What follows belongs to an exercise in optimizing a design on an open flow for small area and a short achievable clock period; a production flow would make more cautious choices. The RTL was checked by simulation tests, not by an equivalence proof against the original design. Power figures rest on the tool's default switching activity, not on a simulated workload.

### flow/flow/run.sh
#!/bin/bash
set -o pipefail
bash standard.sh MATCH_CELL_FOOTPRINT=0 \
	"BUFFER_PORTS_ARGS=-buffer_cell sky130_fd_sc_hd__buf_4" \
	"CTS_ARGS=-sink_clustering_enable -repair_clock_nets -buf_list sky130_fd_sc_hd__clkbuf_8 -sink_clustering_size 16 -sink_clustering_max_diameter 50 -dont_use_dummy_load" \
	finish > standard.log 2>&1
### flow/standard.sh
#!/bin/bash
# synth_recipe.tcl (not shown) runs the flow's synth.tcl, then flattens the netlist and writes it again
# the make line also repeats each setting of config.mk as NAME=value (left out here)
make -C /OpenROAD-flow-scripts/flow DESIGN_CONFIG=/design/flow/config.mk WORK_HOME=/design/flow/orfs CLKGATE_MAP_FILE= SYNTH_SCRIPT=/design/flow/synth_recipe.tcl "${@:-finish}"
### flow/config.mk
export PLATFORM = sky130hd
export DESIGN_NAME = mipsCore
export DESIGN_NICKNAME = mipsCore
export VERILOG_FILES = /design/flow/design.v
export SDC_FILE = /design/flow/constraint.sdc
export NUM_CORES = 4
export LEC_CHECK = 0
export CAP_MARGIN = 20
export CORE_MARGIN = 2
export CORE_UTILIZATION = 40
export PLACE_DENSITY = 0.6
export SETUP_SLACK_MARGIN = 4.0
export SLEW_MARGIN = 20
### flow/constraint.sdc
create_clock -name core_clock -period 9.0 [get_ports {clk}]
set_input_delay 1.8000 -clock core_clock [delete_from_list [all_inputs] [get_ports {clk}]]
set_output_delay 1.8000 -clock core_clock [all_outputs]
set_load 0.01 [all_outputs]
### flow/design.v
`timescale 1ns/1ns
`timescale 1ns/1ns
`timescale 1ns/1ns
`timescale 1ns/1ns
`timescale 1ns/1ns
`timescale 1ns/1ns
`default_nettype none
module mipsCore #(
	parameter logic [31:0] ResetPc = 32'h0000_0000
) (
	input  wire logic        clk,
	input  wire logic        rst,
	input  wire logic [31:0] instr,
	input  wire logic        instrValid,
	output logic      [31:0] pc,
	output logic             retValid,
	output logic      [31:0] retPc,
	output logic             retRegWe,
	output logic      [4:0]  retDstReg,
	output logic      [31:0] retWrData,
	output logic      [31:0] retNextPc
);
	logic        vR;         
	logic        wR;         
	logic [4:0]  dstR;
	logic [31:0] resR;       
	logic        wR2;
	logic [4:0]  dstR2;
	logic [31:0] pcR;        
	logic [31:0] pc4R;       
	logic [31:0] tgtR;       
	logic [31:0] pR;
	logic        g31R;       
	logic        zR;         
	logic [32:0] cgR, cpR;   
	logic        selSumR, selPR, selSltR, selSltuR, selLinkR;
	logic [1:0]  shamtR;
	logic        shR0R, shR1R, shL0R, shL1R;
	logic        fillR;      
	logic        brEqR, brNeR, brLtzR, brGezR, brLezR, brGtzR, jR, jrR;
	logic [31:0] res;        
	logic [5:0]  op, fn;
	logic [4:0]  rsA, rtA, rdA, sa;
	logic [15:0] imm;
	assign op  = instr[31:26];
	assign fn  = instr[5:0];
	assign rsA = instr[25:21];
	assign rtA = instr[20:16];
	assign rdA = instr[15:11];
	assign sa  = instr[10:6];
	assign imm = instr[15:0];
	logic go;
	assign go = instrValid & ~rst;
	logic isSp;
	assign isSp = (op == 6'b000000);
	logic iAddu, iSubu, iAnd, iOr, iXor, iNor, iSlt, iSltu;
	logic iSll, iSrl, iSra, iSllv, iSrlv, iSrav, iJr;
	logic iBltz, iBgez, iBeq, iBne, iBlez, iBgtz, iJ, iJal;
	logic iAddiu, iSlti, iSltiu, iAndi, iOri, iXori, iLui;
	assign iAddu  = isSp && fn == 6'b100001;
	assign iSubu  = isSp && fn == 6'b100011;
	assign iAnd   = isSp && fn == 6'b100100;
	assign iOr    = isSp && fn == 6'b100101;
	assign iXor   = isSp && fn == 6'b100110;
	assign iNor   = isSp && fn == 6'b100111;
	assign iSlt   = isSp && fn == 6'b101010;
	assign iSltu  = isSp && fn == 6'b101011;
	assign iSll   = isSp && fn == 6'b000000;
	assign iSrl   = isSp && fn == 6'b000010;
	assign iSra   = isSp && fn == 6'b000011;
	assign iSllv  = isSp && fn == 6'b000100;
	assign iSrlv  = isSp && fn == 6'b000110;
	assign iSrav  = isSp && fn == 6'b000111;
	assign iJr    = isSp && fn == 6'b001000;
	assign iBltz  = op == 6'b000001 && rtA == 5'b00000;
	assign iBgez  = op == 6'b000001 && rtA == 5'b00001;
	assign iJ     = op == 6'b000010;
	assign iJal   = op == 6'b000011;
	assign iBeq   = op == 6'b000100;
	assign iBne   = op == 6'b000101;
	assign iBlez  = op == 6'b000110;
	assign iBgtz  = op == 6'b000111;
	assign iAddiu = op == 6'b001001;
	assign iSlti  = op == 6'b001010;
	assign iSltiu = op == 6'b001011;
	assign iAndi  = op == 6'b001100;
	assign iOri   = op == 6'b001101;
	assign iXori  = op == 6'b001110;
	assign iLui   = op == 6'b001111;
	logic useImm, rType, regWe, inv, shL, shR, varSh, arith;
	assign useImm = iAddiu | iSlti | iSltiu | iAndi | iOri | iXori | iLui;
	assign rType  = iAddu | iSubu | iAnd | iOr | iXor | iNor | iSlt | iSltu |
	                iSll | iSrl | iSra | iSllv | iSrlv | iSrav;
	assign regWe  = rType | useImm | iJal;
	assign inv    = iSubu | iSlt | iSltu | iSlti | iSltiu;
	assign shL    = iSll | iSllv;
	assign shR    = iSrl | iSra | iSrlv | iSrav;
	assign varSh  = iSllv | iSrlv | iSrav;
	assign arith  = iSra | iSrav;
	logic [4:0] dst;
	assign dst = iJal ? 5'd31 : useImm ? rtA : rdA;
	always_comb begin
		for (int i = 1; i < 32; i++) wrRowD[i] = wR & ~rst & (dstR == 5'(i));
	end
	logic [31:1] weRow, rfP, rfV;
	logic [31:1] wrRow, wrRowN, wrRowD;
	logic [31:0][33:0] rdRow;
	assign rdRow[0] = 34'd0;
	genvar r;
	generate
		for (r = 1; r < 32; r++) begin : row
			logic [31:0] q;
			assign weRow[r] = wrRow[r];
			always_ff @(posedge clk) begin
				q      <= ~((q | {32{wrRow[r]}}) & (resR | {32{wrRowN[r]}}));
				rfP[r] <= ~(rfP[r] & wrRowN[r]);
				rfV[r] <= ~rst & (rfV[r] | weRow[r]);
			end
			assign rdRow[r] = {rfV[r], rfP[r], q};
		end
	endgenerate
	logic [33:0] entA, entB;
	assign entA = rdRow[rsA];
	assign entB = rdRow[rtA];
	logic [31:0] readA, readB;
	assign readA = (entA[31:0] ^ {32{entA[32]}}) & {32{entA[33]}};
	assign readB = (entB[31:0] ^ {32{entB[32]}}) & {32{entB[33]}};
	logic fwdA, fwdB, fwd2A, fwd2B;
	assign fwdA  = wR && dstR == rsA;
	assign fwdB  = wR && dstR == rtA;
	assign fwd2A = wR2 && dstR2 == rsA;
	assign fwd2B = wR2 && dstR2 == rtA;
	logic [31:0] rsF, rtF, rtRev, extImm;
	assign rsF = fwdA ? res : fwd2A ? resR : readA;
	assign rtF = fwdB ? res : fwd2B ? resR : readB;
	always_comb begin
		for (int i = 0; i < 32; i++) rtRev[i] = rtF[31 - i];
	end
	assign extImm = iLui ? {imm, 16'd0} :
	                (iAndi | iOri | iXori) ? {16'd0, imm} : {{16{imm[15]}}, imm};
	logic bZero;
	assign bZero = iBltz | iBgez | iBlez | iBgtz | iJr;
	logic [31:0] bD, pD, gD;
	assign bD = bZero  ? 32'd0 :
	            useImm ? (extImm ^ {32{inv}}) :
	            shL    ? rtRev : (rtF ^ {32{inv}});
	assign pD = rsF ^ bD;
	assign gD = rsF & bD;
	logic isLogic;
	assign isLogic = iAnd | iAndi | iOr | iOri | iXor | iXori | iNor | iLui;
	logic [31:0] logicD;
	assign logicD = ({32{iAnd | iAndi}} & gD) |
	                ({32{iOr | iOri}} & (pD | gD)) |
	                ({32{iXor | iXori}} & pD) |
	                ({32{iNor}} & ~(pD | gD)) |
	                ({32{iLui}} & bD);
	logic [4:0]  shamtD;
	logic        fillD;
	logic [31:0] sh1, sh2;
	assign shamtD = varSh ? rsF[4:0] : sa;
	assign fillD  = arith & rtF[31];
	assign sh1 = shamtD[4] ? {{16{fillD}}, bD[31:16]} : bD;
	assign sh2 = shamtD[3] ? {{8{fillD}}, sh1[31:8]} : sh1;
	logic [32:0] kG0, kP0, kG1, kP1, kG2, kP2;
	assign kG0 = {gD, inv};
	assign kP0 = {pD, 1'b0};
	assign kG1 = kG0 | (kP0 & {kG0[31:0], 1'b0});
	assign kP1 = kP0 & {kP0[31:0], 1'b0};
	assign kG2 = kG1 | (kP1 & {kG1[30:0], 2'b0});
	assign kP2 = kP1 & {kP1[30:0], 2'b0};
	logic [16:0] brOff;
	logic [31:0] pc4D, btD, tgtD;
	assign brOff = {imm[15], imm} + 17'd1;
	logic [29:0] incC [0:5];
	assign incC[0] = pc[31:2];
	generate
		for (genvar l = 0; l < 5; l++) begin : incks
			for (genvar i = 0; i < 30; i++) begin : bit_
				if (i >= (1 << l)) begin : comb
					assign incC[l+1][i] = incC[l][i] & incC[l][i - (1 << l)];
				end else begin : pass
					assign incC[l+1][i] = incC[l][i];
				end
			end
		end
	endgenerate
	assign pc4D = {pc[31:2] ^ {incC[5][28:0], 1'b1}, pc[1:0]};
	logic [29:0] btA, btB;
	logic [29:0] btG [0:5];
	logic [29:0] btP [0:5];
	assign btA    = pc[31:2];
	assign btB    = {{13{brOff[16]}}, brOff};
	assign btG[0] = btA & btB;
	assign btP[0] = btA ^ btB;
	generate
		for (genvar l = 0; l < 5; l++) begin : btks
			for (genvar i = 0; i < 30; i++) begin : bit_
				if (i >= (1 << l)) begin : comb
					assign btG[l+1][i] = btG[l][i] | (btP[l][i] & btG[l][i - (1 << l)]);
					assign btP[l+1][i] = btP[l][i] & btP[l][i - (1 << l)];
				end else begin : pass
					assign btG[l+1][i] = btG[l][i];
					assign btP[l+1][i] = btP[l][i];
				end
			end
		end
	endgenerate
	assign btD = {btP[0] ^ {btG[5][28:0], 1'b0}, pc[1:0]};
	assign tgtD  = (iJ | iJal) ? {pc4D[31:28], instr[25:0], 2'b00} : btD;
	always_ff @(posedge clk) begin
		wrRow    <= wrRowD;
		wrRowN   <= ~wrRowD;
		resR     <= res;
		wR2      <= wR & ~rst;
		dstR2    <= dstR;
		vR       <= go;
		wR       <= go & regWe & (dst != 5'd0);
		dstR     <= dst;
		pcR      <= rst ? ResetPc : pc;
		pc4R     <= pc4D;
		tgtR     <= tgtD;
		pR       <= (shL | shR) ? sh2 : isLogic ? logicD : pD;
		g31R     <= gD[31];
		zR       <= (pD == 32'd0);
		cgR      <= kG2;
		cpR      <= kP2;
		selSumR  <= iAddu | iSubu | iAddiu;
		selPR    <= isLogic;
		selSltR  <= iSlt | iSlti;
		selSltuR <= iSltu | iSltiu;
		selLinkR <= iJal;
		shamtR   <= shamtD[2:1];
		shR0R    <= shR & ~shamtD[0];
		shR1R    <= shR &  shamtD[0];
		shL0R    <= shL & ~shamtD[0];
		shL1R    <= shL &  shamtD[0];
		fillR    <= fillD;
		brEqR    <= go & iBeq;
		brNeR    <= go & iBne;
		brLtzR   <= go & iBltz;
		brGezR   <= go & iBgez;
		brLezR   <= go & iBlez;
		brGtzR   <= go & iBgtz;
		jR       <= go & (iJ | iJal);
		jrR      <= go & iJr;
	end
	logic [32:0] cG [2:6];
	logic [32:0] cP [2:6];
	assign cG[2] = cgR;
	assign cP[2] = cpR;
	genvar k;
	generate
		for (k = 2; k < 6; k++) begin : ks
			for (genvar i = 0; i < 33; i++) begin : bit_
				if (i >= (1 << k)) begin : comb
					assign cG[k+1][i] = cG[k][i] | (cP[k][i] & cG[k][i - (1 << k)]);
					assign cP[k+1][i] = cP[k][i] & cP[k][i - (1 << k)];
				end else begin : pass
					assign cG[k+1][i] = cG[k][i];
					assign cP[k+1][i] = cP[k][i];
				end
			end
		end
	endgenerate
	logic [32:0] carry;
	assign carry = cG[6];
	logic [31:0] sum;
	assign sum = pR ^ carry[31:0];
	logic ltS, ltU;
	assign ltS = pR[31] ? sum[31] : g31R;
	assign ltU = ~carry[32];
	logic [63:0] shIn;
	logic [32:0] shMid;      
	logic [31:0] shRes;
	assign shIn  = {{32{fillR}}, pR};
	assign shMid = {fillR, 32'(shIn >> {shamtR, 1'b0})};
	always_comb begin
		for (int i = 0; i < 32; i++)
			shRes[i] = (shR0R & shMid[i]) | (shR1R & shMid[i + 1]) |
			           (shL0R & shMid[31 - i]) | (shL1R & shMid[32 - i]);
	end
	assign res = ({32{selSumR}}  & sum) | ({32{selPR}} & pR) |
	             shRes |
	             ({32{selLinkR}} & pc4R) |
	             {31'd0, (selSltR & ltS) | (selSltuR & ltU)};
	logic pZero, aNeg, taken;
	assign pZero = zR;
	assign aNeg  = pR[31];
	assign taken = (brEqR & pZero) | (brNeR & ~pZero) | (brLtzR & aNeg) | (brGezR & ~aNeg) |
	               (brLezR & (aNeg | pZero)) | (brGtzR & ~aNeg & ~pZero);
	assign pc = (taken | jR) ? tgtR : jrR ? pR : vR ? pc4R : pcR;
	assign retValid  = vR;
	assign retRegWe  = wR;
	assign retDstReg = dstR;
	assign retPc     = pcR;
	assign retWrData = res;
	assign retNextPc = pc;
endmodule
`default_nettype wire
==> flow_summary.ini, run 1 <==
[floorplanning]
core-area_sq_mm = 0.169
initial_utilization_pct = 40.2
fp.dieW_microns = 417
core.rowCount = 151
die_area_sq_mm = 0.174
io-pin-count = 170
die_height_microns = 417

[synth]
synth-seq-cells = 1373
ys.flop_type = dfxtp_1
synth_edf_count = 0
synth_top_area_share_pct = 40.4
syn-cell-area_sq_mm = 0.0681
synthArstFlopShare_pct = 0
synth_top_area_cell = dfxtp_1
synth_nets = 6567
syn_inst = 6433
yosys.cell_count.top_type = dfxtp_1
yosysSeqAreaShare_pct = 40.4
synth_area_leaders = dfxtp_1 (40%), mux4_2 (18%), o22ai_1 (9.5%)
synth_warnings = 6
avgSynthCellArea_sq_um = 10.6
netlist_top_cells_count = dfxtp_1 (1373), o22ai_1 (1030), mux4_2 (533), clkbuf_1 (509), nand2_1 (382)
synth.distinct_cells = 109

[power_and_ir_drop]
power.leakage_nw = 29.1
p_per_area_mw_per_mm2 = 169
ir_drop_mv = 0.125

[route]
dr.pass1.iters = 9
wl_mm = 305
dr_total_vias = 60600
antenna_left = 0
wl_per_cell_microns = 35.6
drt_iter0_drc = 8937
avgViaCountPerCell = 7.07
drc_errors = 0

[cells_and_area]
drive_gt1_share_pct = 27.1
fin_nets = 6485
area_growth_pct = 11.8

[worst_setup_path]
critPathRequiredTime_ns = 7.20
cp-end-kind = output port
rr_startpoint = vR
crit_arrival_ns = 3.60
cp-startpoint = shamtR[0]
criticalPathCategory = reg2out
start_kind = flip-flop
crit_fanout = 4

[status]
status = complete, no violations

[clock_tree]
numCtsBuffers = 146
cts_tree = yes
clk_latency_ns = 0.96
cts_num_sinks = 1373
cts_buffer_depth = 3
path_clk_slew_ns = 0.08
ctsHtreeMaxLevel = 4
cts-root-buf = clkbuf_8

[timing]
rsz0062_at_grt = true
fin_crit_sh_pct = 60.0
fmax_mhz = 185
finalHoldViolCount = 0
fin_skew_ns = 0.128
final_max_slew_viol_count = 0
fin_crit_ns = 5.40
setup_viol = 0
tightest_slew_ns = 1.28
relSlewSlack_pct = 14.8
setup_ws_ns = 3.60
setup_tns_ns = 0

[global_routing]
grt_use_total_pct = 33.5
grt_pass1_wl_mm = 425
met1_usage_pct = 42.5
grtUsageMet3_pct = 9.57
gr-usage-met2_pct = 49.9
top_usage_layer = met2
grt-ovfl-total = 0
antenna_found_initial = 6
grt_pass1_vias = 57600
grt_max_degree = 69

[placed_design]
dpl_worst_slack_ns = 2.01
io_buffers = 169
place_congestion = 0.997
hpwl_mm = 192

[min_path]
worstHoldStart = rfP[25]
hp-class = reg2reg

[job]
maxCapViolCount = 0
## metrics by stage
stage          instances  cell area (sq um)  power (mW)  hold WS (ns)  util, %
5_1_grt             8569              76100        13.2         0.417     45.0
3_3_place_gp        8252              70700        9.06         0.382     41.8
2_1_floorplan       6433              69200        8.31         0.371        -
3_5_place_dp        8252              70700        9.09         0.389     41.8
4_1_cts             8496              74700        12.7         0.406     44.1
6_report            8571              76100        12.8         0.408     45.0
## path summary, 6_finish.rpt
| path | to | slack [ns] | depth (start not counted) |
|---|---|---|---|
| max | retWrData[16] | 3.60 | 8 |
| min | rfP[25] | 0.41 | 1 |
| max reg2reg | tgtR[31] | 4.27 | 17 |
| min reg2reg | rfP[25] | 0.41 | 1 |
## sequential cells by signal, summed over array words and instances, names as in the netlist, 2 cells and up
register	cells
shamtR	2
dstR2	5
tgtR	32
wrRowN	31
pR	32
pc4R	32
pcR	32
wrRow	31
row.q	992
cgR	33
rfV	31
dstR	5
cpR	29
resR	32
rfP	31
## logic make-up (layout without fill, tap and decap cells)
kind of cell | Yosys count | in the layout | share of synthesized area (%)
AOI/OAI and AO/OA | 1978 | 1978 | 19.5
xor gates and xnor gates | 183 | 183 | 2.35
adders and majority gates | 99 | 99 | 1.83
buffers and inverters | 934 | 848 | 6.30
DFF | 1373 | 1373 | 40.4
muxes | 822 | 822 | 22.5
other | 0 | 4 | 0
and+or+nand+nor | 1044 | 1046 | 7.18
## power by group
group	switching, mW	internal, mW	leakage [nW]
combinational	1.44	1.09	16.6
sequential	0.296	6.41	11.5
clock	2.18	1.44	1.05
total	3.91	8.94	29.1
## timing repair
action,in CTS,in global routing
hold endpoints to repair,0,0
resized for setup,254,151
buffers inserted,85,58
pin swaps,59,61
cloned,13,11
hold buffers,0,0
endpoints found under the setup margin,191,121
## critical path, stage by stage (launching register included)
cell and delay [ns]:
dfxtp_4 0.40, buf_12 0.12, buf_4 0.11, mux4_2 0.52, a222oi_1 0.64, nand3_2 0.30, a21oi_4 0.35, inv_2 0.13
buf_6 0.14
## routing by layer
layer  routed length, microns  part of all wire, %
met1                   113000                   37
met2                   131000                   43
met3                    37500                   12
met4                    23600                  7.7
met5                       23               0.0075
## final cells by class
class,count,area (sq um)
Fill cell,15700,93200
Multi-Input combinational cell,4128,38000
Sequential cell,1373,27600
Timing Repair Buffer,534,5100
Tap cell,2218,2780
Clock buffer,146,2010
Inverter,167,666
Antenna cell,4,10.0
Timing Repair inverter,1,8.76
## layout by cell type (no fill, tap or decap), types with 43 or more instances in the layout
cell	Yosys	final
a21oi_1	197	176
buf_4	70	425
inv_1	162	146
mux4_2	533	538
nor2_1	292	278
nand3_1	76	67
o22ai_1	1030	1025
mux2_2	127	127
a221oi_1	58	43
buf_6	21	47
clkbuf_8	17	147
a21o_1	74	74
a22oi_1	55	50
nand2_1	382	368
xnor2_1	112	110
mux2i_1	146	131
xor2_1	71	71
ha_1	98	58
o21ai_0	145	119
dfxtp_2	0	68
a222oi_1	44	44
dfxtp_1	1373	1300
==> inputs of run 2 (changes only) <==
--- a/flow/design.v
+++ b/flow/design.v
@@ -33,9 +33,8 @@
 	logic        g31R;       
 	logic        zR;         
 	logic [32:0] cgR, cpR;   
-	logic        selSumR, selPR, selSltR, selSltuR, selLinkR;
-	logic [1:0]  shamtR;
-	logic        shR0R, shR1R, shL0R, shL1R;
+	logic        selSumR, selPR, selSltR, selSltuR, selShRR, selShLR, selLinkR;
+	logic [2:0]  shamtR;
 	logic        fillR;      
 	logic        brEqR, brNeR, brLtzR, brGezR, brLezR, brGtzR, jR, jrR;
 	logic [31:0] res;        
@@ -171,20 +170,7 @@
 	logic [16:0] brOff;
 	logic [31:0] pc4D, btD, tgtD;
 	assign brOff = {imm[15], imm} + 17'd1;
-	logic [29:0] incC [0:5];
-	assign incC[0] = pc[31:2];
-	generate
-		for (genvar l = 0; l < 5; l++) begin : incks
-			for (genvar i = 0; i < 30; i++) begin : bit_
-				if (i >= (1 << l)) begin : comb
-					assign incC[l+1][i] = incC[l][i] & incC[l][i - (1 << l)];
-				end else begin : pass
-					assign incC[l+1][i] = incC[l][i];
-				end
-			end
-		end
-	endgenerate
-	assign pc4D = {pc[31:2] ^ {incC[5][28:0], 1'b1}, pc[1:0]};
+	assign pc4D  = pc + 32'd4;
 	logic [29:0] btA, btB;
 	logic [29:0] btG [0:5];
 	logic [29:0] btP [0:5];
@@ -228,12 +214,10 @@
 		selPR    <= isLogic;
 		selSltR  <= iSlt | iSlti;
 		selSltuR <= iSltu | iSltiu;
+		selShRR  <= shR;
+		selShLR  <= shL;
 		selLinkR <= iJal;
-		shamtR   <= shamtD[2:1];
-		shR0R    <= shR & ~shamtD[0];
-		shR1R    <= shR &  shamtD[0];
-		shL0R    <= shL & ~shamtD[0];
-		shL1R    <= shL &  shamtD[0];
+		shamtR   <= shamtD[2:0];
 		fillR    <= fillD;
 		brEqR    <= go & iBeq;
 		brNeR    <= go & iBne;
@@ -270,17 +254,14 @@
 	assign ltS = pR[31] ? sum[31] : g31R;
 	assign ltU = ~carry[32];
 	logic [63:0] shIn;
-	logic [32:0] shMid;      
-	logic [31:0] shRes;
+	logic [31:0] shOut, shOutRev;
 	assign shIn  = {{32{fillR}}, pR};
-	assign shMid = {fillR, 32'(shIn >> {shamtR, 1'b0})};
+	assign shOut = 32'(shIn >> shamtR);
 	always_comb begin
-		for (int i = 0; i < 32; i++)
-			shRes[i] = (shR0R & shMid[i]) | (shR1R & shMid[i + 1]) |
-			           (shL0R & shMid[31 - i]) | (shL1R & shMid[32 - i]);
+		for (int i = 0; i < 32; i++) shOutRev[i] = shOut[31 - i];
 	end
 	assign res = ({32{selSumR}}  & sum) | ({32{selPR}} & pR) |
-	             shRes |
+	             ({32{selShRR}}  & shOut) | ({32{selShLR}} & shOutRev) |
 	             ({32{selLinkR}} & pc4R) |
 	             {31'd0, (selSltR & ltS) | (selSltuR & ltU)};
 	logic pZero, aNeg, taken;
==> run 2 against run 1 <==
  * Still clean on timing, DRC and antenna
  * Hold slack improved by 0.0067 ns
  * Maximum frequency grew 2.7%
  * Register-to-register slack lost 0.05 ns
  * Utilization is 0.13 points higher
  * Clock skew is 0.0055 ns lower
  * Die area fell by 0.61%
  * Clock power fell by 4%
  * Area after synthesis decreased by 0.62%
  * Total power up 0.85%
  * Sequential power grew 0.9%
  * Highest routed layer unchanged
==> flow_summary.ini, run 2 <==
[worst_setup_path]
cp-end-kind = output port
critPathRequiredTime_ns = 7.20
crit_arrival_ns = 3.46
rr_startpoint = pR[31]
r2r_slack_ns = 4.22
crit_fanout = 6
worstRegToRegCells = 18
criticalPathCategory = reg2out
start_kind = flip-flop
reg2reg_to = tgtR[23]

[route]
dr_total_vias = 60300
avgViaCountPerCell = 7.06
antenna_left = 0
drc_errors = 0
dr.pass1.iters = 10
wl_mm = 297
drt_iter0_drc = 8580
wl_per_cell_microns = 34.8

[timing]
final_max_slew_viol_count = 0
fin_skew_ns = 0.123
fin_crit_sh_pct = 58.4
setup_ws_ns = 3.74
rsz0062_at_grt = true
fmax_mhz = 190
tightest_slew_ns = 1.28
setup_tns_ns = 0
finalHoldViolCount = 0
fin_crit_ns = 5.26
setup_viol = 0
relSlewSlack_pct = 14.5

[cells_and_area]
fin_nets = 6467
area_growth_pct = 11.7
post-route-util_pct = 45.1
mostFrequentLayoutCell = dfxtp_1
mostFrequentLayoutCells = dfxtp_1 (1288), o22ai_1 (1042), mux4_2 (550)
drive_gt1_share_pct = 26.6
n_fill_cell = 15600
largest-register = row.q
reg.largest.list = row.q x992, cgR x33
largest_reg_flops = 992

[min_path]
min_to = rfP[9]
hp-class = reg2reg
worstHoldStart = rfP[9]
whs_path_depth = 1

[status]
status = complete, no violations

[placed_design]
hpwl_mm = 185
io_buffers = 169
dpl_worst_slack_ns = 1.82
place_congestion = 1.02

[clock_tree]
cts_buffer_depth = 3
path_clk_slew_ns = 0.08
cts_hold_buf = 0
cts_tree = yes
numCtsBuffers = 137
cts_num_sinks = 1372
cts-root-buf = clkbuf_8
clk_latency_ns = 0.97
ctsHtreeMaxLevel = 4

[synth]
synth.distinct_cells = 107
synth_top_area_cell = dfxtp_1
yosysSeqAreaShare_pct = 40.6
synth_top_area_share_pct = 40.6
synth_area_leaders = dfxtp_1 (41%), mux4_2 (18%), o22ai_1 (9.7%)
synth-seq-cells = 1372
synth_warnings = 5
synthArstFlopShare_pct = 0
avgSynthCellArea_sq_um = 10.5
netlist_top_cells_count = dfxtp_1 (1372), o22ai_1 (1047), mux4_2 (550), clkbuf_1 (523), nand2_1 (363)
synth_edf_count = 0
synth_nets = 6555
ys.flop_type = dfxtp_1
syn-cell-area_sq_mm = 0.0677
yosys.cell_count.top_type = dfxtp_1
syn_inst = 6421

[global_routing]
antenna_found_initial = 11
grt_pass1_wl_mm = 419
gr-usage-met2_pct = 50.5
top_usage_layer = met2
grt-ovfl-total = 0
grtUsageMet3_pct = 9.83
grt_use_total_pct = 33.0
met1_usage_pct = 40.3
grt_pass1_vias = 58000
grt_max_degree = 66

[floorplanning]
fp.dieW_microns = 415
die_height_microns = 415
io-pin-count = 170
initial_utilization_pct = 40.4
core.rowCount = 150
core-area_sq_mm = 0.168
die_area_sq_mm = 0.172

[job]
maxCapViolCount = 0

[power_and_ir_drop]
p_per_area_mw_per_mm2 = 171
ir_drop_mv = 0.125
power.leakage_nw = 29.3
-- run 2: changes by cell type in the layout (fill, tap and decap cells not counted), moves of 13 or more --
cell / before / now
a21oi_1: 176 / 205
nor2b_1: 37 / 24
nand2_1: 368 / 354
a222oi_1: 44 / 21
mux2_2: 127 / 114
ha_1: 58 / 75
xnor2_1: 110 / 95
a221oi_1: 43 / 56
xor2_1: 71 / 90
dfxtp_2: 68 / 81
nor2_1: 278 / 295
o22ai_1: 1025 / 1042
-- run 2: worst max-delay path by stage --
stage	startpoint	end	slack [ns]	cells past startpoint
6_report	shamtR[1]	retWrData[14]	3.74	8
3_3_place_gp	instr[17]	cgR[32]	1.86	16
5_1_grt	shamtR[1]	retWrData[14]	3.70	8
2_1_floorplan	instr[21]	cgR[11]	3.82	18
3_5_place_dp	instr[17]	zR	1.82	15
4_1_cts	shamtR[1]	retWrData[14]	3.75	8
-- run 2: through the flow --
stage | hold slack, ns | std cells | area [sq um] | power, mW
floorplan | 0.373 | 6421 | 68200 | 8.42
detailed placement | 0.389 | 8225 | 70200 | 9.30
CTS | 0.407 | 8468 | 74400 | 12.8
finish | 0.415 | 8539 | 75600 | 13.0
global route | 0.427 | 8537 | 75600 | 13.4
global placement | 0.385 | 8224 | 70200 | 9.27
-- run 2: cell families after synthesis --
kind of cell	after synthesis	synth area share, %
AOI/OAI and AO/OA	1996	19.7
xor gates and xnor gates	185	2.39
adders and majority gates	99	1.84
buffers and inverters	930	6.02
DFF	1372	40.6
muxes	820	22.5
and+or+nand+nor	1019	6.89
-- run 2: critical path: stages, from the launching register on --
cell and delay (ns):
dfxtp_4 0.45, buf_12 0.15, mux2_4 0.31, mux4_2 0.49, a222oi_1 0.28, nand2_1 0.16
a21oi_4 0.28, clkinvlp_4 0.27, buf_6 0.18
-- run 2: layer usage --
layer | wire, microns | vias to the layer above
met2 | 130000 | 4717
met4 | 22900 | 8
li1 | - | 24400
met5 | 56 | -
met3 | 37700 | 1305
met1 | 106000 | 29900
-- run 2: cell type report --
type | count | area (sq um) | share of cell area, %
diodes | 4 | 10.0 | 0.0132
clock buffers | 137 | 1890 | 2.49
inverters | 164 | 638 | 0.844
multi-input cells | 4121 | 37400 | 49.5
flip-flops and latches | 1372 | 27600 | 36.5
well taps | 2204 | 2760 | 3.65
repair buffers | 537 | 5280 | 6.99
-- run 2: power by group --
part	switching (mW)	total, mW	internal, mW	leakage, nW
Combinational	1.55	2.72	1.17	16.9
Clock	2.11	3.47	1.36	0.985
Sequential	0.345	6.76	6.42	11.5
-- run 2: what timing repair did --
action	4_1_cts	5_1_grt
setup endpoints to repair	179	81
gates cloned	25	6
pin swaps	45	43
buffers inserted	81	61
resized for setup	247	117
==> inputs of run 3 (changes only) <==
--- a/flow/config.mk
+++ b/flow/config.mk
@@ -9,5 +9,5 @@
 export CORE_MARGIN = 2
 export CORE_UTILIZATION = 40
 export PLACE_DENSITY = 0.6
-export SETUP_SLACK_MARGIN = 4.0
+export SETUP_SLACK_MARGIN = 4.5
 export SLEW_MARGIN = 20
==> run 3 against run 2 <==
  * Still clean
  * Cell count up 3.3%
  * Worst setup slack better by 0.023 ns
  * Register-to-register slack better by 0.05 ns
  * Non-clock buffer count up 273
  * Combinational power up about 20%
  * Clock-buffer cell count up 9
  * Critical path depth up 2
  * Critical path type unchanged
  * Critical endpoint is now retWrData[13]
  * Largest cell class unchanged
==> flow_summary.ini, run 3 <==
[floorplanning]
io-pin-count = 170
die_height_microns = 415
fp.dieW_microns = 415
die_area_sq_mm = 0.172
initial_utilization_pct = 40.4
core.rowCount = 150
core-area_sq_mm = 0.168

[clock_tree]
clk_latency_ns = 1.01
cts_hold_buf = 0
cts_tree = yes
path_clk_slew_ns = 0.09
ctsHtreeMaxLevel = 4
cts-root-buf = clkbuf_8
cts_buffer_depth = 3
cts_num_sinks = 1372
numCtsBuffers = 146

[worst_setup_path]
critPathRequiredTime_ns = 7.20
criticalPathCategory = reg2out
r2r_slack_ns = 4.27
crit_arrival_ns = 3.43
cp-end-kind = output port
crit_fanout = 5
start_kind = flip-flop

[synth]
synthArstFlopShare_pct = 0
avgSynthCellArea_sq_um = 10.5
syn-cell-area_sq_mm = 0.0677
synth_top_area_share_pct = 40.6
yosys.cell_count.top_type = dfxtp_1
synth_area_leaders = dfxtp_1 (41%), mux4_2 (18%), o22ai_1 (9.7%)
syn_inst = 6421
synth_top_area_cell = dfxtp_1
ys.flop_type = dfxtp_1
synth_edf_count = 0
yosysSeqAreaShare_pct = 40.6
synth.distinct_cells = 107
synth-seq-cells = 1372
synth_nets = 6555
netlist_top_cells_count = dfxtp_1 (1372), o22ai_1 (1047), mux4_2 (550), clkbuf_1 (523), nand2_1 (363)
synth_warnings = 5

[cells_and_area]
mostFrequentLayoutCells = dfxtp_1 (1300), o22ai_1 (1028), buf_4 (553)
mostFrequentLayoutCell = dfxtp_1
register_area_sq_mm = 0.0276
n_fill_cell = 14900
area_growth_pct = 21.2
reg.largest.list = row.q x992, cgR x33
fin_nets = 6751
multi_input_area_sq_mm = 0.0402
drive_gt1_share_pct = 35.4
largest_reg_flops = 992
largest-register = row.q
fin_area_sq_mm = 0.0820

[global_routing]
antenna_found_initial = 9
grt_use_total_pct = 34.8
grt_pass1_wl_mm = 437
grt_pass1_vias = 58900
grt-ovfl-total = 0
grt_max_degree = 66

[power_and_ir_drop]
p_per_area_mw_per_mm2 = 167
power_mw = 13.7
ir_drop_mv = 0.121
power.leakage_nw = 31.8

[route]
drc_errors = 0
wl_per_cell_microns = 36.3
drt_iter0_drc = 10000
dr_total_vias = 63100
dr.pass1.iters = 9
wl_mm = 321
avgViaCountPerCell = 7.15
antenna_left = 0

[placed_design]
io_buffers = 169
place_congestion = 0.999
dpl_worst_slack_ns = 1.53
hpwl_mm = 185
placed_area_sq_mm = 0.0705

[timing]
setup_viol = 0
fin_crit_ns = 5.23
tightest_slew_ns = 1.15
fin_crit_sh_pct = 58.2
setup_ws_ns = 3.77
setup_tns_ns = 0
fin_skew_ns = 0.148
fin_hold_ws_ns = 0.412
fmax_mhz = 191
final_max_slew_viol_count = 0
rsz0062_at_grt = true
finalHoldViolCount = 0
relSlewSlack_pct = 23.1

[status]
status = complete, no violations

[min_path]
hp-class = reg2reg

[job]
maxCapViolCount = 0
==> run 3: cell counts after synthesis <==
No cell type changed its count.
==> run 3: kinds of logic after synthesis <==
group | share of synthesized area [%]
compound gates | 19.7
flops | 40.6
simple gates | 6.89
buf+inv | 6.02
mux | 22.5
xor+xnor | 2.39
fa+ha+maj | 1.84
==> run 3: routing by layer <==
metal	part of all wire, %	global-route usage, %	vias to the layer above
li1	-	-	25100
met1	35	42.4	31200
met2	43	52.0	5348
met3	14	11.4	1507
met4	8.5	24.1	14
met5	0.031	0	-
==> run 3: critical path, stage by stage, from the launching register on <==
cell	delay, ns
dfxtp_4	0.40
buf_12	0.14
clkbuf_16	0.14
buf_4	0.13
buf_6	0.12
mux2_4	0.29
mux4_2	0.52
a222oi_1	0.32
o211ai_1	0.15
buf_4	0.18
buf_6	0.12
==> run 3: final cells by class <==
cell class	count	area share [%]
Inverter	164	0.833
Tap cell	2204	3.36
Antenna cell	5	0.0153
Multi-Input combinational cell	4123	49.0
Timing Repair Buffer	810	10.7
Clock buffer	146	2.45
Sequential cell	1372	33.6
==> run 3: timing repair <==
| action | CTS | global route |
|---|---|---|
| gates resized for setup | 506 | 531 |
| pin swaps | 82 | 208 |
| gates cloned | 49 | 20 |
| buffers inserted | 195 | 190 |
| endpoints found under the setup margin | 217 | 168 |
==> run 3: final timing paths <==
path | from | cells past startpoint | end
min reg2reg | rfP[1] | 1 | rfP[1]
min | rfP[1] | 1 | rfP[1]
max reg2reg | shamtR[1] | 26 | zR
max | shamtR[1] | 10 | retWrData[13]
==> run 3: stage by stage <==
step / std cells / util [%]
floorplan: 6421 / -
global placement: 8217 / 42.0
detailed placement: 8219 / 42.1
CTS: 8609 / 46.3
global route: 8820 / 48.9
finish: 8824 / 48.9
==> run 3: power breakdown <==
group	total [mW]	leakage, nW	internal (mW)	switching (mW)
logic	3.26	19.3	1.48	1.78
clock network	3.63	1.05	1.44	2.19
registers	6.78	11.5	6.42	0.363
total	13.7	31.8	9.34	4.33
==> inputs of run 4 (changes only) <==
--- a/flow/config.mk
+++ b/flow/config.mk
@@ -7,7 +7,7 @@
 export LEC_CHECK = 0
 export CAP_MARGIN = 20
 export CORE_MARGIN = 2
-export CORE_UTILIZATION = 40
-export PLACE_DENSITY = 0.6
+export CORE_UTILIZATION = 50
+export PLACE_DENSITY = 0.65
 export SETUP_SLACK_MARGIN = 4.5
 export SLEW_MARGIN = 20
==> run 4 against run 3 <==
  * Die area shrank 20%
  * First-iteration DRC count grew 13%
  * Utilization grew 13 points
  * Still clean on timing, DRC and antenna
  * Highest routed layer unchanged
  * Critical path type unchanged
  * Largest power group unchanged
  * Area after synthesis is the same
==> flow_summary.ini, run 4 <==
[timing]
rsz0062_at_grt = true
tightest_slew_ns = 1.33
fin_crit_sh_pct = 60.5
setup_viol = 0
setup_tns_ns = 0
final_max_slew_viol_count = 0
relSlewSlack_pct = 11.6
fmax_mhz = 184
finalHoldViolCount = 0
fin_skew_ns = 0.118
fin_crit_ns = 5.44

[clock_tree]
ctsHtreeMaxLevel = 4
path_clk_slew_ns = 0.07
cts_tree = yes
cts_buffer_depth = 3
cts_hold_buf = 0
numCtsBuffers = 140
cts-root-buf = clkbuf_8
clk_latency_ns = 0.95
cts_num_sinks = 1372

[placed_design]
place_congestion = 1.04
hpwl_mm = 184
io_buffers = 169

[cells_and_area]
largest_reg_flops = 992
largest-register = row.q
register_area_sq_mm = 0.0276
n_fill_cell = 10500
mostFrequentLayoutCell = dfxtp_1
area_growth_pct = 23.1
mostFrequentLayoutCells = dfxtp_1 (1289), o22ai_1 (1024), buf_4 (663)
multi_input_area_sq_mm = 0.0405
fin_nets = 6908
drive_gt1_share_pct = 37.6
reg.largest.list = row.q x992, cgR x33

[power_and_ir_drop]
power_mw = 13.7
ir_drop_mv = 0.160
p_per_area_mw_per_mm2 = 165
p_sw_share_pct = 31.6
combPwrFrac_pct = 24.7
p_switching_mw = 4.33
p_int_mw = 9.38
power.leakage_nw = 32.6
clockPowerShare_pct = 25.6
seqPwrFrac_pct = 49.7

[synth]
syn_inst = 6421
synth_area_leaders = dfxtp_1 (41%), mux4_2 (18%), o22ai_1 (9.7%)
yosysSeqAreaShare_pct = 40.6
synth_nets = 6555
synth.distinct_cells = 107
synthArstFlopShare_pct = 0
synth_top_area_cell = dfxtp_1
synth_top_area_share_pct = 40.6
synth_edf_count = 0
netlist_top_cells_count = dfxtp_1 (1372), o22ai_1 (1047), mux4_2 (550), clkbuf_1 (523), nand2_1 (363)
yosys.cell_count.top_type = dfxtp_1
syn-cell-area_sq_mm = 0.0677
synth_warnings = 5
ys.flop_type = dfxtp_1
avgSynthCellArea_sq_um = 10.5
synth-seq-cells = 1372

[route]
wl_per_cell_microns = 36.8
dr.pass1.iters = 12
avgViaCountPerCell = 7.59
wl_mm = 315
antenna_left = 0
drc_errors = 0
drt_iter0_drc = 11300
dr_total_vias = 64900

[worst_setup_path]
rr_startpoint = shamtR[1]
crit_arrival_ns = 3.64
cp-startpoint = shamtR[1]
crit_path_end = retWrData[20]
cp-end-kind = output port
r2r_slack_ns = 4.29
reg2reg_to = zR
crit_fanout = 6
critPathRequiredTime_ns = 7.20
criticalPathCategory = reg2out
start_kind = flip-flop
worstRegToRegCells = 24

[global_routing]
grt_use_total_pct = 42.9
antenna_found_initial = 19
grt_pass1_wl_mm = 429
grt_pass1_vias = 60100
grt_max_degree = 66
grt-ovfl-total = 0

[floorplanning]
io-pin-count = 170
die_height_microns = 372
core-area_sq_mm = 0.134
die_area_sq_mm = 0.138
initial_utilization_pct = 50.5
core.rowCount = 134
fp.dieW_microns = 372

[job]
maxCapViolCount = 0

[min_path]
worstHoldStart = rfP[5]
hp-class = reg2reg

[status]
status = complete, no violations
[run 4: cell types whose count changed in the layout (fill, tap and decap cells not counted), sizes merged]
cell,delta
diode,+6
clkbuf,-4
and2,-1
buf,+161
nand2,+1
[run 4: worst min path at each step]
stage / cells after the start / slack [ns] / end
after detailed placement: 1 / 0.39 / rfP[14]
final: 1 / 0.41 / rfP[5]
after global placement: 1 / 0.38 / rfP[6]
after global routing: 1 / 0.41 / rfP[5]
after floorplan: 1 / 0.37 / rfP[6]
after CTS: 1 / 0.40 / rfP[5]
[run 4: area by class of cell]
| class | count | share of cell area (%) |
|---|---|---|
| multi-input cells | 4123 | 48.6 |
| repair buffers | 973 | 12.5 |
| well taps | 1768 | 2.66 |
| clock buffers | 140 | 2.31 |
| flip-flops and latches | 1372 | 33.1 |
| diodes | 11 | 0.0330 |
| inverters | 164 | 0.814 |
[run 4: power groups by stage]
stage / Sequential (mW) / Clock (mW) / Combinational [mW]
after floorplan: 6.71 / 0 / 1.76
after global placement: 6.87 / 0 / 2.43
after detailed placement: 6.88 / 0 / 2.45
after CTS: 6.76 / 3.49 / 2.84
after global routing: 6.82 / 3.70 / 3.51
final: 6.81 / 3.52 / 3.38
[run 4: through the flow]
step / hold WS, ns / std cells / utilization (%) / worst slack [ns] / cell area (sq um)
6_report: 0.410 / 8551 / 62.2 / 3.56 / 83300
5_1_grt: 0.412 / 8543 / 62.2 / 3.64 / 83300
4_1_cts: 0.404 / 8185 / 57.8 / 3.94 / 77500
3_5_place_dp: 0.388 / 7771 / 52.1 / 1.65 / 69800
3_3_place_gp: 0.381 / 7771 / 52.1 / 1.68 / 69800
2_1_floorplan: 0.373 / 6421 / - / 3.82 / 68800
[run 4: cells by family after synthesis]
family	share of synthesized area, %
muxes	22.5
buffers and inverters	6.02
adders and majority gates	1.84
xor gates and xnor gates	2.39
and+or+nand+nor	6.89
DFF	40.6
AOI/OAI and AO/OA	19.7
[run 4: per-layer routing]
| metal | global-route usage [%] | routed length (microns) | share of wire (%) | vias to the layer above |
|---|---|---|---|---|
| li1 | - | - | - | 25400 |
| met1 | 51.2 | 106000 | 34 | 31300 |
| met3 | 15.7 | 47100 | 15 | 1970 |
| met2 | 63.2 | 132000 | 42 | 6197 |
| met5 | 0 | 208 | 0.066 | - |
| met4 | 32.1 | 30400 | 9.6 | 14 |
[run 4: worst max-delay path, stage by stage, from the launching register on]
cell	delay, ns
dfxtp_4	0.39
buf_6	0.11
buf_12	0.11
clkbuf_16	0.17
mux4_2	0.53
mux2_4	0.30
a222oi_1	0.58
o311ai_1	0.25
buf_4	0.21
buf_6	0.11
[run 4: repair_timing]
action | in CTS | in global routing
resized for setup | 646 | 557
pin swaps | 113 | 220
cloned | 48 | 20
setup endpoints to repair | 209 | 179
hold endpoints to repair | 0 | 0
setup buffers | 226 | 334
==> inputs of run 5 (changes only) <==
--- a/flow/config.mk
+++ b/flow/config.mk
@@ -9,5 +9,5 @@
 export CORE_MARGIN = 2
 export CORE_UTILIZATION = 50
 export PLACE_DENSITY = 0.65
-export SETUP_SLACK_MARGIN = 4.5
+export SETUP_SLACK_MARGIN = 4.0
 export SLEW_MARGIN = 20
==> run 5 against run 4 <==
  * Clock power down 2%
  * Worst setup slack gained 0.24 ns
  * Sequential power down 0.7%
  * Global-route usage fell by 1.3 points
  * Synthesized cell count unchanged
  * Register-to-register slack lost 0.06 ns
  * Sequential cell count stayed put
  * Critical path type unchanged
==> flow_summary.ini, run 5 <==
[timing]
fin_hold_ws_ns = 0.412
fin_skew_ns = 0.130
fmax_mhz = 192
fin_crit_sh_pct = 57.8
final_max_slew_viol_count = 0
finalHoldViolCount = 0
rsz0062_at_grt = true
setup_viol = 0
setup_tns_ns = 0
tightest_slew_ns = 1.32
fin_crit_ns = 5.20
relSlewSlack_pct = 12.0

[floorplanning]
fp.dieW_microns = 372
io-pin-count = 170
die_area_sq_mm = 0.138
initial_utilization_pct = 50.5
die_height_microns = 372
core-area_sq_mm = 0.134
core.rowCount = 134

[route]
avgViaCountPerCell = 7.54
drc_errors = 0
antenna_left = 0
wl_mm = 298
wl_per_cell_microns = 37.0
dr_total_vias = 60700
drt_iter0_drc = 9565
dr.pass1.iters = 9

[worst_setup_path]
worst-path-buf-inv = 3
reg2reg_to = tgtR[23]
criticalPathCategory = reg2out
critPathRequiredTime_ns = 7.20
cpMaxStageDelayCell = mux4_2
rr_startpoint = pR[31]
worstRegToRegCells = 18
cp_slowest_stage_delay_ns = 0.59
crit_fanout = 7
critPathTopFamily = multiplexers
crit_arrival_ns = 3.40
cp-end-kind = output port
crit_path_cell_trace = mux4_2 -> mux2_4 -> a222oi_1 -> nand2_1 -> a31oi_4 -> buf_12 -> inv_4 -> buf_6
r2r_slack_ns = 4.23
start_kind = flip-flop

[synth]
synth_nets = 6555
ys.flop_type = dfxtp_1
yosysSeqAreaShare_pct = 40.6
synth_edf_count = 0
avgSynthCellArea_sq_um = 10.5
synth_warnings = 5
synth_top_area_cell = dfxtp_1
syn-cell-area_sq_mm = 0.0677
synth_area_leaders = dfxtp_1 (41%), mux4_2 (18%), o22ai_1 (9.7%)
netlist_top_cells_count = dfxtp_1 (1372), o22ai_1 (1047), mux4_2 (550), clkbuf_1 (523), nand2_1 (363)
synth_top_area_share_pct = 40.6
yosys.cell_count.top_type = dfxtp_1
synth.distinct_cells = 107
syn_inst = 6421
synthArstFlopShare_pct = 0
synth-seq-cells = 1372

[job]
maxCapViolCount = 0

[clock_tree]
ctsHtreeMaxLevel = 4
cts_num_sinks = 1372
path_clk_slew_ns = 0.08
cts_hold_buf = 0
cts_buffer_depth = 3
cts_tree = yes
numCtsBuffers = 136
clk_latency_ns = 0.98
cts-root-buf = clkbuf_8

[placed_design]
place_congestion = 1.02
hpwl_mm = 183
io_buffers = 169

[cells_and_area]
area_growth_pct = 9.99
drive_gt1_share_pct = 25.7
mostFrequentLayoutCell = dfxtp_1
reg.largest.list = row.q x992, cgR x33
largest_reg_flops = 992
largest-register = row.q
mostFrequentLayoutCells = dfxtp_1 (1295), o22ai_1 (1042), mux4_2 (550)
fin_nets = 6408

[min_path]
worstHoldStart = rfP[18]
hp-class = reg2reg
whs_path_depth = 1
min_to = rfP[18]

[status]
status = complete, no violations

[power_and_ir_drop]
ir_drop_mv = 0.178
power.leakage_nw = 29.0
p_per_area_mw_per_mm2 = 174

[global_routing]
grt_pass1_wl_mm = 417
antenna_found_initial = 13
grt_max_degree = 65
grt_use_total_pct = 41.6
grt-ovfl-total = 0
grt_pass1_vias = 57300
## run 5: report_power, final
| group | internal (mW) | switching [mW] |
|---|---|---|
| Sequential | 6.42 | 0.348 |
| Clock | 1.35 | 2.12 |
| Combinational | 1.14 | 1.56 |
| Total | 8.91 | 4.03 |
## run 5: how the worst max path moves through the flow
stage,to,slack (ns),startpoint,depth (start not counted)
floorplan,cgR[11],3.82,instr[21],18
global placement,zR,1.99,instr[18],16
detailed placement,pR[29],1.95,instr[17],16
CTS,retWrData[27],3.88,shamtR[1],9
global route,retWrData[18],3.79,shamtR[1],6
finish,retWrData[27],3.80,pR[8],8
## run 5: kinds of logic (layout without fill, tap and decap cells)
kind of cell	after synthesis	in the layout	synth area share, %
compound gates	1996	1996	19.7
xor+xnor	185	185	2.39
fa+ha+maj	99	99	1.84
buf+inv	930	781	6.02
flops	1372	1372	40.6
mux	820	820	22.5
other cells	0	5	0
simple gates	1019	1019	6.89
## run 5: area by class of cell
class	instances	area [sq um]
Multi-Input combinational cell	4119	37300
Timing Repair Buffer	481	4810
Inverter	164	634
Antenna cell	5	12.5
Clock buffer	136	1870
Tap cell	1768	2210
Fill cell	11500	59500
Sequential cell	1372	27600
## run 5: repair_timing
action / 4_1_cts / 5_1_grt
pin swaps: 33 / 37
setup buffers: 58 / 50
endpoints found under the hold margin: 0 / 0
gates resized for setup: 215 / 131
cloned: 20 / 10
endpoints found under the setup margin: 188 / 90
## run 5: metrics by stage
step | setup slack, ns | cell area [sq um] | util [%] | power, mW | instances
floorplan | 3.82 | 68200 | - | 8.42 | 6421
detailed placement | 1.95 | 69500 | 51.9 | 9.31 | 7766
CTS | 3.88 | 73200 | 54.7 | 12.7 | 7980
finish | 3.80 | 74400 | 55.6 | 12.9 | 8045
global placement | 1.99 | 69500 | 51.9 | 9.28 | 7766
global route | 3.79 | 74400 | 55.6 | 13.3 | 8042
## run 5: metal layers
layer / GRT usage (%) / share of wire [%] / up-vias
li1: - / - / 24300
met4: 27.2 / 7.8 / 18
met3: 13.3 / 14 / 1359
met5: 0 / 0.042 / -
met2: 62.4 / 43 / 5122
met1: 51.6 / 35 / 29900
==> inputs of run 6 (changes only) <==
--- a/flow/config.mk
+++ b/flow/config.mk
@@ -7,7 +7,7 @@
 export LEC_CHECK = 0
 export CAP_MARGIN = 20
 export CORE_MARGIN = 2
-export CORE_UTILIZATION = 50
-export PLACE_DENSITY = 0.65
+export CORE_UTILIZATION = 58
+export PLACE_DENSITY = 0.72
 export SETUP_SLACK_MARGIN = 4.0
 export SLEW_MARGIN = 20
==> run 6 against run 5 <==
  * Hold slack gained 0.0013 ns
  * Sequential cell count is the same
  * Clock-buffer cell count grew 3
  * Clock skew up 0.0068 ns
  * Worst setup slack gained 0.026 ns
  * Global-route usage rose by 5.6 points
  * Register-to-register slack worse by 0.02 ns
  * Combinational power about the same
  * Final area shrank 0.79%
  * Synthesized cell count is the same
  * Critical path type is now in2reg
  * Critical endpoint is now zR
==> flow_summary.ini, run 6 <==
[clock_tree]
cts_buffer_depth = 3
clk_latency_ns = 0.93
cts-root-buf = clkbuf_8
cts_tree = yes
numCtsBuffers = 139
path_clk_slew_ns = 0.07
ctsHtreeMaxLevel = 4
cts_num_sinks = 1372

[timing]
setup_viol = 0
tightest_slew_ns = 1.35
finalHoldViolCount = 0
fmax_mhz = 193
relSlewSlack_pct = 10.2
fin_crit_ns = 5.18
final_max_slew_viol_count = 0
setup_tns_ns = 0
rsz0062_at_grt = true
fin_crit_sh_pct = 57.5
fin_skew_ns = 0.137

[floorplanning]
io-pin-count = 170
die_area_sq_mm = 0.119
core-area_sq_mm = 0.116
fp.dieW_microns = 346
core.rowCount = 125
die_height_microns = 346
initial_utilization_pct = 58.4

[synth]
synth_top_area_cell = dfxtp_1
syn-cell-area_sq_mm = 0.0677
synth_edf_count = 0
synth_warnings = 5
avgSynthCellArea_sq_um = 10.5
yosys.cell_count.top_type = dfxtp_1
synth-seq-cells = 1372
synth_top_area_share_pct = 40.6
netlist_top_cells_count = dfxtp_1 (1372), o22ai_1 (1047), mux4_2 (550), clkbuf_1 (523), nand2_1 (363)
synth.distinct_cells = 107
synthArstFlopShare_pct = 0
synth_area_leaders = dfxtp_1 (41%), mux4_2 (18%), o22ai_1 (9.7%)
yosysSeqAreaShare_pct = 40.6
synth_nets = 6555
ys.flop_type = dfxtp_1
syn_inst = 6421

[cells_and_area]
multi_input_area_sq_mm = 0.0372
mostFrequentLayoutCells = dfxtp_1 (1296), o22ai_1 (1043), mux4_2 (550)
reg.largest.list = row.q x992, cgR x33
fin_nets = 6368
register_area_sq_mm = 0.0276
largest_reg_flops = 992
fin_cells = 7761
drive_gt1_share_pct = 24.9
n_fill_cell = 9256
largest-register = row.q
area_growth_pct = 9.12
mostFrequentLayoutCell = dfxtp_1
post-route-util_pct = 63.7

[power_and_ir_drop]
power.leakage_nw = 28.9
ir_drop_mv = 0.160
p_per_area_mw_per_mm2 = 175

[global_routing]
grt_pass1_wl_mm = 414
grt_max_degree = 79
grt-ovfl-total = 0
grt_pass1_vias = 58400
grt_use_total_pct = 47.2
antenna_found_initial = 10

[route]
wl_mm = 295
drt_iter0_drc = 10100
antenna_left = 0
drc_errors = 0
avgViaCountPerCell = 7.84
dr.pass1.iters = 10
dr_total_vias = 60900
wl_per_cell_microns = 38.0

[worst_setup_path]
crit_fanout = 27
start_kind = primary input
r2r_slack_ns = 4.21
criticalPathCategory = in2reg
critPathRequiredTime_ns = 9.77
crit_arrival_ns = 5.95
cp-end-kind = flip-flop

[status]
status = complete, no violations

[min_path]
hp-class = reg2reg

[placed_design]
hpwl_mm = 182
place_congestion = 1.03
io_buffers = 169
placed_cells = 7506

[job]
maxCapViolCount = 0
run 6: cell type report:
class                           instances  area share [%]
Timing Repair inverter                  1          0.0102
Inverter                              164           0.857
Multi-Input combinational cell       4120            50.4
Sequential cell                      1372            37.4
Timing Repair Buffer                  436            6.17
Antenna cell                            5          0.0169
Tap cell                             1524            2.58
Clock buffer                          139            2.59
run 6: logic make-up (layout without fill, tap and decap cells):
group | Yosys count | in the layout | share of synthesized area [%]
XOR/XNOR | 185 | 185 | 2.39
AND/OR/NAND/NOR | 1019 | 1020 | 6.89
buffers and inverters | 930 | 740 | 6.02
other | 0 | 5 | 0
AO/OA/AOI/OAI | 1996 | 1996 | 19.7
flip-flops | 1372 | 1372 | 40.6
multiplexers | 820 | 820 | 22.5
adder cells (fa/ha/maj) | 99 | 99 | 1.84
run 6: power by group:
part | switching, mW | internal (mW) | total (mW)
clock | 2.10 | 1.37 | 3.47
sequential | 0.362 | 6.42 | 6.78
combinational | 1.56 | 1.13 | 2.69
run 6: worst max-delay path: stages:
cell and delay [ns]:
buf_16 0.16, buf_16 0.21, inv_1 0.11, buf_6 0.32
mux2_2 0.23, nand2_1 0.05, a222oi_1 0.76, xnor2_1 0.20
a221oi_2 0.36, nor2_1 0.10, mux2i_1 0.25, or2_2 0.37
ha_2 0.36, nor4_2 0.28, nand4_1 0.22, nor2_1 0.13
run 6: stage by stage:
step | cell area [sq um] | setup slack [ns] | power (mW) | hold WS, ns
3_5_place_dp | 69000 | 1.58 | 9.30 | 0.391
6_report | 73800 | 3.82 | 12.9 | 0.414
5_1_grt | 73800 | 3.83 | 13.3 | 0.430
3_3_place_gp | 69000 | 1.66 | 9.25 | 0.382
2_1_floorplan | 68200 | 3.82 | 8.42 | 0.373
4_1_cts | 72700 | 3.84 | 12.7 | 0.409
run 6: routing by layer:
layer	GRT usage (%)	share of wire (%)	up-vias
li1	-	-	24200
met1	56.4	33	29400
met2	69.0	42	5579
met3	16.9	15	1717
met4	37.7	9.8	22
met5	0.880	0.096	-
run 6: timing repair:
action	in CTS	in global routing
resized for setup	228	108
cloned	20	17
hold buffers	0	0
setup buffers	46	26
setup endpoints to repair	155	114
pin swaps	24	36
run 6: final timing paths:
check | start | end | cells past startpoint
max | instr[18] | zR | 16
min | rfP[19] | rfP[19] | 1
max reg2reg | zR | tgtR[23] | 16
min reg2reg | rfP[19] | rfP[19] | 1

static timing again, ports no longer ideal:
How much do the figures lean on ideal ports? The routed layouts below were timed once more, with nothing changed but the port constraints.
Step 1 sets driving cells, clkbuf_16 on the clock port and buf_2 on the other inputs (assumed; they add their load-dependent delay and slew).
Step 2 moves the port delays by t, midway between the first and last clock arrival at a register: inputs arrive t later, outputs are due t later. That takes back most of the time a late clock gives input paths.
Slacks: ideal / step 1 / step 2; pairs: ideal / step 1.
run	t (ns)	setup slack, ns	pins driven straight from the clock port
run 1	0.973	3.601 / 3.522 / 2.727	1
run 2	0.992	3.743 / 3.656 / 2.665	1
run 3	1.013	3.766 / 3.685 / 2.707	1
run 4	0.968	3.556 / 3.483 / 2.884	1
run 5	0.997	3.798 / 3.713 / 2.826	1
run 6	0.936	3.824 / 3.631 / 2.694	1
After both steps setup and hold are still met in every run listed. The setup slack of run 6, which loses most, moves by -0.193 ns with the drivers and by -1.130 ns with both steps.
